Context: an optimization exercise on an open-source flow, tuned for small area, a short achievable clock period and few clock cycles. The choices shown serve that exercise and are no tape-out recipe. In this exercise RTL edits were held to simulation tests only and were not proved equivalent to the original. Power figures rest on the tool's default switching activity, not on a simulated workload.

`flow/design.v`:
```
package wbps_pkg;
  localparam int ADDR_W    = 32;
  localparam int LEN_W     = 5;
  localparam int CFG_IDX_W = 2;
  localparam int CFG_DATA_W = 64;
  localparam int PAT_BYTES = 16;
  localparam logic [CFG_IDX_W-1:0] CFG_PATTERN_LOW    = 2'd0;
  localparam logic [CFG_IDX_W-1:0] CFG_PATTERN_HIGH   = 2'd1;
  localparam logic [CFG_IDX_W-1:0] CFG_CARE_MASK      = 2'd2;
  localparam logic [CFG_IDX_W-1:0] CFG_PATTERN_LENGTH = 2'd3;
  typedef struct packed {
    logic [8*PAT_BYTES-1:0] pattern;         
    logic [PAT_BYTES-1:0]   care_mask;
    logic [LEN_W-1:0]       pattern_length;
  } cfg_t;
  typedef struct packed {
    logic [7:0]        data_byte;
    logic [ADDR_W-1:0] region_base;
    logic              first_of_region;
    logic              start_of_scan;
    logic              end_of_scan;
  } item_t;
  typedef struct packed {
    logic              found;
    logic [ADDR_W-1:0] match_address;
  } res_t;
endpackage
module wbps_cfg_regs
(
  input  logic                  clk,
  input  logic                  rst,
  input  logic                  cfg_valid,
  output logic                  cfg_ready,
  input  logic [wbps_pkg::CFG_IDX_W-1:0]  cfg_index,
  input  logic [wbps_pkg::CFG_DATA_W-1:0] cfg_data,
  output wbps_pkg::cfg_t                  cfg
);
  wbps_pkg::cfg_t cfg_regs;
  assign cfg_ready = 1'b1;
  assign cfg       = cfg_regs;
  always_ff @(posedge clk) begin
    if (rst) begin
      cfg_regs <= '0;
    end else if (cfg_valid) begin
      unique case (cfg_index)
        wbps_pkg::CFG_PATTERN_LOW:    cfg_regs.pattern[63:0]   <= cfg_data;
        wbps_pkg::CFG_PATTERN_HIGH:   cfg_regs.pattern[127:64] <= cfg_data;
        wbps_pkg::CFG_CARE_MASK:      cfg_regs.care_mask       <= cfg_data[wbps_pkg::PAT_BYTES-1:0];
        wbps_pkg::CFG_PATTERN_LENGTH: cfg_regs.pattern_length  <= cfg_data[wbps_pkg::LEN_W-1:0];
      endcase
    end
  end
endmodule
module wbps_core
#(
  parameter int MAX_PATTERN = 16
)
(
  input  logic  clk,
  input  logic  rst,
  input  logic  advance,
  input  wbps_pkg::item_t item,
  input  wbps_pkg::cfg_t  cfg,
  output logic  res_valid,
  output wbps_pkg::res_t  res
);
  localparam logic [wbps_pkg::LEN_W-1:0] MAX_LEN = wbps_pkg::LEN_W'(MAX_PATTERN);
  logic [7:0]        window     [MAX_PATTERN];
  logic [7:0]        window_next[MAX_PATTERN];
  logic [wbps_pkg::ADDR_W-1:0] region_offset;
  logic              reported;
  logic              restart;
  logic [wbps_pkg::ADDR_W-1:0] offset_eff;
  logic              reported_eff;
  logic [wbps_pkg::LEN_W-1:0]  len;
  logic [wbps_pkg::LEN_W-1:0]  len_m1;
  logic              filled_ok;
  logic              mismatch;
  logic [wbps_pkg::LEN_W-1:0]  sel;
  logic [7:0]        win_byte;
  logic              hit;
  logic [wbps_pkg::ADDR_W-1:0] start_off;
  logic [wbps_pkg::ADDR_W-1:0] addr;
  assign restart      = item.first_of_region | item.start_of_scan;
  assign offset_eff   = restart ? '0 : region_offset;
  assign reported_eff = item.start_of_scan ? 1'b0 : reported;
  assign len          = (cfg.pattern_length > MAX_LEN) ? MAX_LEN : cfg.pattern_length;
  assign len_m1       = len - wbps_pkg::LEN_W'(1);
  assign filled_ok    = offset_eff >= wbps_pkg::ADDR_W'(len_m1);
  always_comb begin
    window_next[0] = item.data_byte;
    for (int k = 1; k < MAX_PATTERN; k++) begin
      window_next[k] = window[k-1];
    end
  end
  always_comb begin
    mismatch = 1'b0;
    sel      = '0;
    win_byte = '0;
    for (int i = 0; i < MAX_PATTERN; i++) begin
      sel      = len_m1 - wbps_pkg::LEN_W'(i);
      win_byte = '0;
      for (int j = 0; j < MAX_PATTERN; j++) begin
        if (sel == wbps_pkg::LEN_W'(j)) begin
          win_byte = window_next[j];
        end
      end
      if ((wbps_pkg::LEN_W'(i) < len) && cfg.care_mask[i] &&
          (win_byte != cfg.pattern[8*i +: 8])) begin
        mismatch = 1'b1;
      end
    end
  end
  assign hit       = (len == '0) || (filled_ok && !mismatch);
  assign start_off = (len == '0) ? '0 : offset_eff - wbps_pkg::ADDR_W'(len_m1);
  assign addr      = item.region_base + start_off;
  assign res_valid         = !reported_eff && (hit || item.end_of_scan);
  assign res.found         = hit;
  assign res.match_address = hit ? addr : '0;
  always_ff @(posedge clk) begin
    if (advance) begin
      for (int k = 0; k < MAX_PATTERN; k++) begin
        window[k] <= window_next[k];
      end
    end
  end
  always_ff @(posedge clk) begin
    if (rst) begin
      region_offset <= '0;
      reported      <= 1'b0;
    end else if (advance) begin
      region_offset <= offset_eff + wbps_pkg::ADDR_W'(1);
      reported      <= reported_eff | hit | item.end_of_scan;
    end
  end
endmodule
module wildcard_byte_pattern_scanner
#(
  parameter int MAX_PATTERN = 16
)
(
  input  logic                  clk,
  input  logic                  rst,
  input  logic                  in_valid,
  output logic                  in_ready,
  input  logic [7:0]            data_byte,
  input  logic [wbps_pkg::ADDR_W-1:0]     region_base,
  input  logic                  first_of_region,
  input  logic                  start_of_scan,
  input  logic                  end_of_scan,
  output logic                  out_valid,
  input  logic                  out_ready,
  output logic                  found,
  output logic [wbps_pkg::ADDR_W-1:0]     match_address,
  input  logic                  cfg_valid,
  output logic                  cfg_ready,
  input  logic [wbps_pkg::CFG_IDX_W-1:0]  cfg_index,
  input  logic [wbps_pkg::CFG_DATA_W-1:0] cfg_data
);
  wbps_pkg::cfg_t  cfg;
  wbps_pkg::item_t s1_item;
  logic  s1_valid;
  logic  s1_adv;
  logic  in_fire;
  logic  core_res_valid;
  wbps_pkg::res_t  core_res;
  wbps_pkg::res_t  out_res;
  wbps_cfg_regs u_cfg (
    .clk       (clk),
    .rst       (rst),
    .cfg_valid (cfg_valid),
    .cfg_ready (cfg_ready),
    .cfg_index (cfg_index),
    .cfg_data  (cfg_data),
    .cfg       (cfg)
  );
  assign s1_adv   = s1_valid && (!out_valid || out_ready);
  assign in_ready = !s1_valid || s1_adv;
  assign in_fire  = in_valid && in_ready;
  always_ff @(posedge clk) begin
    if (in_fire) begin
      s1_item.data_byte       <= data_byte;
      s1_item.region_base     <= region_base;
      s1_item.first_of_region <= first_of_region;
      s1_item.start_of_scan   <= start_of_scan;
      s1_item.end_of_scan     <= end_of_scan;
    end
  end
  always_ff @(posedge clk) begin
    if (rst) begin
      s1_valid <= 1'b0;
    end else begin
      s1_valid <= in_fire || (s1_valid && !s1_adv);
    end
  end
  wbps_core #(
    .MAX_PATTERN (MAX_PATTERN)
  ) u_core (
    .clk       (clk),
    .rst       (rst),
    .advance   (s1_adv),
    .item      (s1_item),
    .cfg       (cfg),
    .res_valid (core_res_valid),
    .res       (core_res)
  );
  always_ff @(posedge clk) begin
    if (rst) begin
      out_valid <= 1'b0;
    end else begin
      priority if (s1_adv && core_res_valid) begin
        out_valid <= 1'b1;
      end else if (out_ready) begin
        out_valid <= 1'b0;
      end else begin
        out_valid <= out_valid;
      end
    end
  end
  always_ff @(posedge clk) begin
    if (s1_adv && core_res_valid) begin
      out_res <= core_res;
    end
  end
  assign found         = out_res.found;
  assign match_address = out_res.match_address;
endmodule
```
`flow/run.sh`:
```
#!/bin/bash
# synth_recipe.tcl (not shown) runs the flow's synth.tcl, then flattens the netlist and writes it again
# the make line also repeats each setting of config.mk as NAME=value (left out here)
make -C /OpenROAD-flow-scripts/flow DESIGN_CONFIG=/design/flow/config.mk WORK_HOME=/design/flow/orfs CLKGATE_MAP_FILE= SYNTH_SCRIPT=/design/flow/synth_recipe.tcl finish
```
`flow/config.mk`:
```
export PLATFORM = sky130hd
export DESIGN_NAME = wildcard_byte_pattern_scanner
export DESIGN_NICKNAME = wildcard_byte_pattern_scanner
export VERILOG_FILES = /design/flow/design.v
export SDC_FILE = /design/flow/constraint.sdc
export NUM_CORES = 8
export LEC_CHECK = 0
export CAP_MARGIN = 20
export CORE_MARGIN = 2
export CORE_UTILIZATION = 30
export SLEW_MARGIN = 20
```
`flow/constraint.sdc`:
```
create_clock -name core_clock -period 8.0 [get_ports {clk}]
set_input_delay 1.6000 -clock core_clock [delete_from_list [all_inputs] [get_ports {clk}]]
set_output_delay 1.6000 -clock core_clock [all_outputs]
set_load 0.01 [all_outputs]
```
==> flow_summary_export.csv <==
group,metric,value,unit
clocking,clkSinkCount,380,
floorplan,core,132000,um2
placed_design,dpl_worst_slack,319,ps
logic_synthesis,synth_ff_type,"edfxtp_1",
logic_synthesis,syn-num-nets,5752,
run_status,status,"no timing/DRC/antenna violations",
logic_synthesis,postSynth.asyncResetShare,0,%
placed_design,placed_cell_area,44100,um2
clocking,cts_setup_buffers,0,
critical_path,slowest_stage,"ha_2",
critical_path,endpoint_kind,"register",
clocking,clk_path_buf_depth,3,
routing,num_vias,55700,
clocking,insertion_delay,710,ps
job,maxCapViolCount,0,
logic_synthesis,synth-edff-count,196,
power,p_comb_share,38.0,%
sta,fin_crit,7700,ps
floorplan,dieWidth,368,um
routing,first_iter_violations,9961,
logic_synthesis,synth_area_per_cell,7.13,um2
cells_and_area,mostFrequentLayoutCells,"nand2_1 (788), a21oi_1 (577), nor2_1 (410), buf_4 (342), o21ai_0 (335)",
cells_and_area,design_area,46000,um2
critical_path,cp.required,8400,ps
global_routing,grt_overflow,0,
critical_path,worstSetupStartpointType,"register",
clocking,cts_tree,"yes",
global_routing,grt_pass1_wl,452000,um
critical_path,cpMostUsedCell,"buf_4",
sta,worstMarginPinSlew,1370,ps
power,powerDensity,161,nW/um2
floorplan,fp.dieArea,136000,um2
placed_design,hpwl,240000,um
sta,setup_viol,0,
sta,rsz0062_at_grt,"false",
sta,hold_slack,441,ps
sta,setup_tns,0,ps
sta,slew_headroom,8.18,%
sta,finalClockSkew,55.2,ps
critical_path,critPathArrivalTime,8100,ps
worst_hold_path,hp-class,"reg -> reg",
logic_synthesis,syn_area,39800,um2
critical_path,critPathKind,"reg -> reg",
floorplan,ios,150,
power,sw_frac_of_total,43.0,%
power,power.leakage,0.0156,uW
clocking,cts.clk_slew.worst_paths,70,ps
cells_and_area,layout-drive-gt1-share,10.3,%
logic_synthesis,synth_warnings,5,
floorplan,dieHeight,368,um
floorplan,placementRows,133,
sta,finalCritPeriodShare,96.3,%
critical_path,slowest_delay,480,ps
placed_design,routabilityCongestion,1.11,
floorplan,initial_core_util,30.2,%
sta,slew_violations,0,
routing,drt_first_pass_iters,9,
critical_path,cp_max_fo,17,
routing,ant_nets,0,
logic_synthesis,synthDistinctLibCells,114,
global_routing,grt_util_all_layers,48.4,%
cells_and_area,syn2layout_area_growth,15.6,%
power,seq_power_share,30.8,%
clocking,cts-buffers-inserted,49,
placed_design,io_buffers,148,
logic_synthesis,ys_ff_latch,380,
routing,drc,0,
clocking,root_buffer,"clkbuf_16",
sta,layout_setup_ws,299,ps
routing,totalWireLength,342000,um
logic_synthesis,synthCells,5584,
clocking,htreeDepth,2,
power,internal_power,4230,uW
sta,fmax,130,MHz
power,switching_power,3200,uW
global_routing,grt_pass1_vias,50100,
routing,avgViaCountPerCell,7.46,
global_routing,grt_max_degree,106,
logic_synthesis,yosysSeqAreaShare,24.0,%
global_routing,antenna_found_initial,71,
cells_and_area,finalNetCount,5747,
power,clockPowerShare,31.2,%
cells_and_area,final_common_cell,"nand2_1",
sta,hold_viol,0,
routing,post_drt_wl_per_cell,45.9,um
power,worst_ir_drop_vdd,0.174,mV
[worst max-delay path: cells and delay by family (launching register included)]
family / cells / cell delay (ps)
buffers and inverters: 7 / 1370
DFF: 1 / 420
AOI/OAI and AO/OA: 7 / 2490
adders and majority gates: 2 / 690
and+or+nand+nor: 10 / 2380
[power by group through the flow]
stage	clock network [uW]	registers (uW)	logic, uW
detailed placement	0	2320	2590
floorplan	0	2260	1370
CTS	2340	2280	2600
global route	2420	2280	2820
finish	2320	2290	2830
global placement	0	2320	2610
[sequential cells by signal, indices dropped and copies added (netlist names)]
register              count
u_core.window           120
s1_item                  43
u_cfg.cfg_regs          149
out_valid                 1
u_core.reported           1
s1_valid                  1
u_core.region_offset     32
out_res                  33
[synthesized netlist by cell type, drive strengths merged (40+ instances only)]
master,n,share of area (%)
xnor2,86,1.9
mux2i,61,1.5
o31ai,44,0.84
nand2,790,7.5
and2,43,0.68
nand2b,60,0.94
a31oi,96,1.5
inv,95,0.90
xor2,72,1.6
buf,176,2.3
o221ai,59,1.3
o211ai,88,1.7
nand4,59,0.97
a22oi,75,1.4
nand3b,47,0.89
nor2,420,4.0
nor2b,56,0.88
a21oi,579,7.3
a221oi,99,2.2
dfxtp,184,9.3
o21ai,349,4.4
edfxtp,196,15
a21o,40,0.75
ha,52,1.6
o22ai,143,2.2
clkbuf,384,3.6
a211oi,97,1.8
nand3,177,2.2
nor4,61,0.96
nor3,166,2.1
[cells by family (layout without fill, tap and decap cells)]
| group | after synthesis | count (layout) | synth area share (%) |
|---|---|---|---|
| buffers and inverters | 660 | 694 | 6.84 |
| AO/OA/AOI/OAI | 2139 | 2139 | 36.1 |
| multiplexers | 78 | 78 | 2.05 |
| adder cells (fa/ha/maj) | 57 | 57 | 1.81 |
| XOR/XNOR | 158 | 158 | 3.48 |
| other | 1 | 85 | 0.00942 |
| flip-flops | 380 | 380 | 24.0 |
| AND/OR/NAND/NOR | 2111 | 2111 | 25.6 |
[path summary, 6_finish.rpt]
check / endpoint / startpoint / depth (start not counted) / slack, ps
worst max-delay path: out_res[19]$_SDFFCE_PN0P_ / u_cfg.cfg_regs[4]$_SDFFE_PP0P_ / 26 / 300
worst min-delay path: u_core.window[4][3]$_DFFE_PP_ / u_core.window[3][3]$_DFFE_PP_ / 0 / 440
worst max register to register: out_res[19]$_SDFFCE_PN0P_ / u_cfg.cfg_regs[4]$_SDFFE_PP0P_ / 26 / 300
worst min register to register: u_core.window[4][3]$_DFFE_PP_ / u_core.window[3][3]$_DFFE_PP_ / 0 / 440
[layout make-up]
| type | instances | area (um2) |
|---|---|---|
| sequential | 380 | 9580 |
| tap | 1755 | 2200 |
| inverter | 100 | 382 |
| clock inverter | 25 | 253 |
| fill | 14100 | 85600 |
| antenna | 84 | 210 |
| timing repair buffer | 504 | 4310 |
| clock buffer | 65 | 1360 |
| multi-input combinational | 4544 | 27700 |
[layer usage]
metal  vias up  GRT usage, %  wire length, um
met1     26800          55.1           121000
met5         -         0.214              297
met2      5533          66.1           133000
met4        38          42.9            38300
met3      1902          23.9            50000
li1      21400             -                -
[per-stage QoR]
step	total power, uW	utilization, %	instances
floorplan	3630	-	5584
global route	7520	34.8	7383
global placement	4930	33.5	7279
CTS	7220	34.7	7370
detailed placement	4910	33.5	7280
finish	7430	35.0	7457
[timing repair]
action	in CTS	in global routing
setup endpoints to repair	0	34
resized for setup	0	4
hold buffers	0	0
Testbench counts, summed over its fixed seeds: cycles 91,008.

-- port drivers added, routing unchanged --
Ports are ideal in the flow. The routed layout listed here was re-timed in OpenROAD. Step 1, drivers: a clkbuf_16 drives clk and a buf_2 each remaining input, both assumed. Step 2 also shifts input and output timing later by t, the mid clock arrival at the registers, as if the neighbouring blocks saw the same clock. Slacks: ideal ports / drivers / drivers and shift; pairs: ideal ports / drivers.
t (ns): 0.764
setup WS [ns]: 0.299 / 0.299 / 0.299
hold slack, ns: 0.441 / 0.441 / 0.441
worst setup path at the end: register to register
cell pins on the clock port's net: 1
After both steps this run still meets setup and hold. The setup slack of this run moves by 0.000 ns with the drivers and by 0.000 ns with both steps.
